Background: an optimization exercise with open tools, aiming at small area and a short achievable clock period. Do not read the settings as production practice. In this exercise RTL edits were held to simulation tests only and were not proved equivalent to the original. No activity file was given, so power comes from the tool's default toggle rates.

==> module btb_predictor, before the edit <==
module btb_predictor (
    input  logic        clk,
    input  logic        rst_n,
    input  logic [63:0] la_oh,       
    input  logic [31:8] la_tag,      
    input  logic        upd_valid,
    input  logic [31:0] upd_pc,
    input  logic        upd_taken,
    input  logic [31:2] upd_target,
    output logic        btb_sel,     
    output logic [31:2] btb_target
);
    logic [63:0] valid_q;
    logic [31:8] tag_q [64];
    logic [31:2] target_q [64];
    logic [1:0]  ctr_q [64];
    logic [5:0]  w_idx;
    logic [63:0] w_oh;
    logic [31:8] w_tag;
    logic        w_hit;
    logic [1:0]  w_ctr;
    logic [1:0]  w_ctr_next;
    assign w_idx = upd_pc[7:2];
    assign w_oh = 64'd1 << w_idx;
    assign w_tag = upd_pc[31:8];
    logic [26:0] u0 [64];
    logic [26:0] u1 [32];
    logic [26:0] u2 [16];
    logic [26:0] u3 [8];
    logic [26:0] u4 [4];
    logic [26:0] u5 [2];
    logic [26:0] u6;
    always_comb begin
        for (int i = 0; i < 64; i++) u0[i] = {valid_q[i], ctr_q[i], tag_q[i]};
        for (int i = 0; i < 32; i++) u1[i] = w_idx[0] ? u0[2*i+1] : u0[2*i];
        for (int i = 0; i < 16; i++) u2[i] = w_idx[1] ? u1[2*i+1] : u1[2*i];
        for (int i = 0; i < 8; i++)  u3[i] = w_idx[2] ? u2[2*i+1] : u2[2*i];
        for (int i = 0; i < 4; i++)  u4[i] = w_idx[3] ? u3[2*i+1] : u3[2*i];
        for (int i = 0; i < 2; i++)  u5[i] = w_idx[4] ? u4[2*i+1] : u4[2*i];
        u6 = w_idx[5] ? u5[1] : u5[0];
    end
    assign w_hit = u6[26] && (u6[23:0] == w_tag);
    assign w_ctr = u6[25:24];
    always_comb begin
        if (!w_hit) w_ctr_next = upd_taken ? 2'd2 : w_ctr;
        else if (upd_taken) w_ctr_next = (w_ctr == 2'd3) ? 2'd3 : w_ctr + 2'd1;
        else w_ctr_next = (w_ctr == 2'd0) ? 2'd0 : w_ctr - 2'd1;
    end
    logic [31:8] l_tag;
    logic [31:2] l_tgt;
    logic        l_vt;
    logic        fwd;
    always_comb begin
        l_tag = '0;
        l_tgt = '0;
        l_vt = 1'b0;
        fwd = 1'b0;
        for (int i = 0; i < 64; i++) begin
            l_tag = l_tag | ({24{la_oh[i]}} & tag_q[i]);
            l_tgt = l_tgt | ({30{la_oh[i]}} & target_q[i]);
            l_vt = l_vt | (la_oh[i] & valid_q[i] & ctr_q[i][1]);
            fwd = fwd | (la_oh[i] & w_oh[i]);
        end
    end
    logic fwd_taken;
    logic sel_d;
    assign fwd_taken = upd_valid && upd_taken && fwd;
    always_comb begin
        if (fwd_taken) begin
            sel_d = (w_tag == la_tag) && !(w_hit && w_ctr == 2'd0);
        end else begin
            sel_d = l_vt && (l_tag == la_tag) && !(upd_valid && fwd && w_hit && !w_ctr[0]);
        end
    end
    always_ff @(posedge clk) begin
        btb_sel <= rst_n && sel_d;
        btb_target <= fwd_taken ? upd_target : l_tgt;
    end
    always_ff @(posedge clk) begin
        for (int i = 0; i < 64; i++) begin
            if (!rst_n) begin
                valid_q[i] <= 1'b0;
            end else if (upd_valid && upd_taken && w_oh[i]) begin
                valid_q[i] <= 1'b1;
            end
        end
    end
    always_ff @(posedge clk) begin
        for (int i = 0; i < 64; i++) begin
            if (upd_valid && w_oh[i]) begin
                if (upd_taken) begin
                    tag_q[i] <= w_tag;
                    target_q[i] <= upd_target;
                end
                ctr_q[i] <= w_ctr_next;
            end
        end
    end
endmodule
==> module npc_bit, before the edit <==
module npc_bit (
    input  logic redirect,
    input  logic rpc,
    input  logic s1,
    input  logic y,
    input  logic s0,
    input  logic x,
    output logic o
);
    assign o = (redirect && rpc) || (s1 && y) || (s0 && x);
endmodule
==> module fetch_predict, before the edit <==
module fetch_predict (
    input  logic        clk,
    input  logic        rst_n,
    input  logic        stall,
    input  logic [31:0] instr,
    input  logic        redirect,
    input  logic [31:0] redirect_pc,
    input  logic        commit_valid,
    input  logic [31:0] commit_pc,
    input  logic        commit_taken,
    input  logic [31:0] commit_target,
    output logic [31:0] pc,
    output logic [31:0] next_pc,
    output logic [1:0]  pred_src
);
    logic [31:2] pc_q;
    logic [31:2] pc_d;
    logic [31:2] npc;
    logic        btb_sel;
    logic [31:2] btb_target;
    logic        is_ret;
    logic        ras_valid;
    logic [31:2] ras_target;
    always_comb begin
        if (!rst_n) pc_d = 30'h2ff0_0000;         
        else if (redirect || !stall) pc_d = npc;
        else pc_d = pc_q;
    end
    logic [31:2] seq_q;
    always_ff @(posedge clk) begin
        pc_q <= pc_d;
        seq_q <= pc_d + 30'd1;
    end
    logic [63:0] pc_oh;
    logic [63:0] la_oh;
    assign pc_oh = 64'd1 << pc_q[7:2];
    logic [63:0] oh_e;
    logic [63:0] oh_f;
    logic [63:0] oh_r;
    logic        lg;
    logic        lh;
    logic        t_red;
    logic        t_stall;
    logic        t_ret;
    logic        t_seq;
    assign oh_r = 64'd1 << redirect_pc[7:2];
    assign oh_e = btb_sel ? 64'd1 << btb_target[7:2] : {pc_oh[62:0], pc_oh[63]};
    assign oh_f = ras_valid ? 64'd1 << ras_target[7:2] : oh_e;
    ret_decode u_la_dec (.instr(instr), .g(lg), .h(lh));
    la_select u_la_sel (.redirect(redirect), .stall(stall), .g(lg), .h(lh),
                        .t_red(t_red), .t_stall(t_stall), .t_ret(t_ret), .t_seq(t_seq));
    for (genvar i = 0; i < 64; i++) begin : g_la
        la_bit u_la_bit (.t_red(t_red), .r(oh_r[i]), .t_stall(t_stall), .p(pc_oh[i]),
                         .t_ret(t_ret), .f(oh_f[i]), .t_seq(t_seq), .e(oh_e[i]), .o(la_oh[i]));
    end
    btb_predictor i_btb_predictor (
        .clk       (clk),
        .rst_n     (rst_n),
        .la_oh     (la_oh),
        .la_tag    (pc_d[31:8]),
        .upd_valid (commit_valid),
        .upd_pc    (commit_pc),
        .upd_taken (commit_taken),
        .upd_target(commit_target[31:2]),
        .btb_sel   (btb_sel),
        .btb_target(btb_target)
    );
    return_stack i_return_stack (
        .clk       (clk),
        .rst_n     (rst_n),
        .seq       (seq_q),
        .instr     (instr),
        .advance   (!stall && !redirect),
        .flush     (redirect),
        .is_ret    (is_ret),
        .ras_valid (ras_valid),
        .ras_target(ras_target)
    );
    next_pc_select i_next_pc_select (
        .redirect   (redirect),
        .redirect_pc(redirect_pc[31:2]),
        .instr      (instr),
        .btb_sel    (btb_sel),
        .btb_target (btb_target),
        .ras_valid  (ras_valid),
        .ras_target (ras_target),
        .seq        (seq_q),
        .next_pc    (npc),
        .pred_src   (pred_src)
    );
    assign pc = {pc_q, 2'b00};
    assign next_pc = {npc, 2'b00};
endmodule
export LEC_CHECK = 0
export CAP_MARGIN = 20
export CORE_MARGIN = 2
export CORE_UTILIZATION = 40
export PLACE_DENSITY = 0.55
export SETUP_SLACK_MARGIN = 4.5
export SLEW_MARGIN = 20
export SYNTH_HIERARCHICAL = 1
export SYNTH_MINIMUM_KEEP_SIZE = 0
create_clock -name core_clock -period 10.5 [get_ports {clk}]
run.sh (not shown) runs the stock make flow with config.mk's settings and CLKGATE_MAP_FILE= SYNTH_SCRIPT=/design/flow/synth_recipe.tcl, a recipe that flattens the netlist after the stock synthesis.
Then changed:
--- a/flow/design.v
+++ b/flow/design.v
@@ -31,13 +31,13 @@
     } instr_u;
 endpackage
 module btb_predictor (
     input  logic        clk,
     input  logic        rst_n,
     input  logic [63:0] la_oh,       
-    input  logic [31:8] la_tag,      
+    input  logic [31:8] pc_tag,      
     input  logic        upd_valid,
     input  logic [31:0] upd_pc,
     input  logic        upd_taken,
     input  logic [31:2] upd_target,
     output logic        btb_sel,     
     output logic [31:2] btb_target
@@ -92,25 +92,29 @@
             l_tgt = l_tgt | ({30{la_oh[i]}} & target_q[i]);
             l_vt = l_vt | (la_oh[i] & valid_q[i] & ctr_q[i][1]);
             fwd = fwd | (la_oh[i] & w_oh[i]);
         end
     end
     logic fwd_taken;
-    logic sel_d;
+    logic vt_d;
+    logic vt_q;
+    logic [31:8] tag_nq;
     assign fwd_taken = upd_valid && upd_taken && fwd;
     always_comb begin
         if (fwd_taken) begin
-            sel_d = (w_tag == la_tag) && !(w_hit && w_ctr == 2'd0);
+            vt_d = !(w_hit && w_ctr == 2'd0);
         end else begin
-            sel_d = l_vt && (l_tag == la_tag) && !(upd_valid && fwd && w_hit && !w_ctr[0]);
+            vt_d = l_vt && !(upd_valid && fwd && w_hit && !w_ctr[0]);
         end
     end
     always_ff @(posedge clk) begin
-        btb_sel <= rst_n && sel_d;
+        vt_q <= rst_n && vt_d;
+        tag_nq <= fwd_taken ? w_tag : l_tag;
         btb_target <= fwd_taken ? upd_target : l_tgt;
     end
+    assign btb_sel = vt_q && (tag_nq == pc_tag);
     always_ff @(posedge clk) begin
         for (int i = 0; i < 64; i++) begin
             if (!rst_n) begin
                 valid_q[i] <= 1'b0;
             end else if (upd_valid && upd_taken && w_oh[i]) begin
                 valid_q[i] <= 1'b1;
@@ -216,13 +220,19 @@
     input  logic s1,
     input  logic y,
     input  logic s0,
     input  logic x,
     output logic o
 );
-    assign o = (redirect && rpc) || (s1 && y) || (s0 && x);
+    logic n_r;
+    logic n_y;
+    logic n_x;
+    fp_nand2 u_r (.a(redirect), .b(rpc), .y(n_r));
+    fp_nand2 u_y (.a(s1), .b(y), .y(n_y));
+    fp_nand2 u_x (.a(s0), .b(x), .y(n_x));
+    fp_nand3 u_o (.a(n_r), .b(n_y), .c(n_x), .y(o));
 endmodule
 module next_pc_select (
     input  logic        redirect,
     input  logic [31:2] redirect_pc,
     input  logic [31:0] instr,
     input  logic        btb_sel,
@@ -306,13 +316,13 @@
                          .t_ret(t_ret), .f(oh_f[i]), .t_seq(t_seq), .e(oh_e[i]), .o(la_oh[i]));
     end
     btb_predictor i_btb_predictor (
         .clk       (clk),
         .rst_n     (rst_n),
         .la_oh     (la_oh),
-        .la_tag    (pc_d[31:8]),
+        .pc_tag    (pc_q[31:8]),
         .upd_valid (commit_valid),
         .upd_pc    (commit_pc),
         .upd_taken (commit_taken),
         .upd_target(commit_target[31:2]),
         .btb_sel   (btb_sel),
         .btb_target(btb_target)
The changed run completed without violations; sequential power barely changes; design area shrinks by 2.3%; sequential share of layout area grows by 1.7 points; synthesized cell count grows by 3.3%; utilization shrinks by 1.5 points; global-route usage shrinks by 2.1 points; power is about the same; final cell count shrinks by 0.69%; worst setup slack gets better by 55 ps; clock-buffer cell count shrinks by 18; synthesized area grows by 0.61%.

[what the ideal ports hide]
How much do the figures lean on ideal ports? The routed layouts below were timed once more, with nothing changed but the port constraints. Step 1 sets driving cells, clkbuf_16 on the clock port and buf_2 on the other inputs (assumed; they add their load-dependent delay and slew). Step 2 times the ports against the registers' clock, not the clock port: input delays grow and output delays shrink by t, the midpoint of the rising clock arrivals with the driver on. Slacks: no drivers / after step 1 / after step 2; pairs: no drivers / after step 1.
| run | t, ns | slack for setup (ns) | pins driven straight from the clock port |
|---|---|---|---|
| the first run | 1.108 | 4.163 / 4.145 / 3.037 | 1 |
| the second run | 1.095 | 4.218 / 4.268 / 3.173 | 1 |
After both steps setup and hold are still met in every run listed. The setup slack of the first run, which loses most, moves by -0.018 ns with the drivers and by -1.126 ns with both steps.
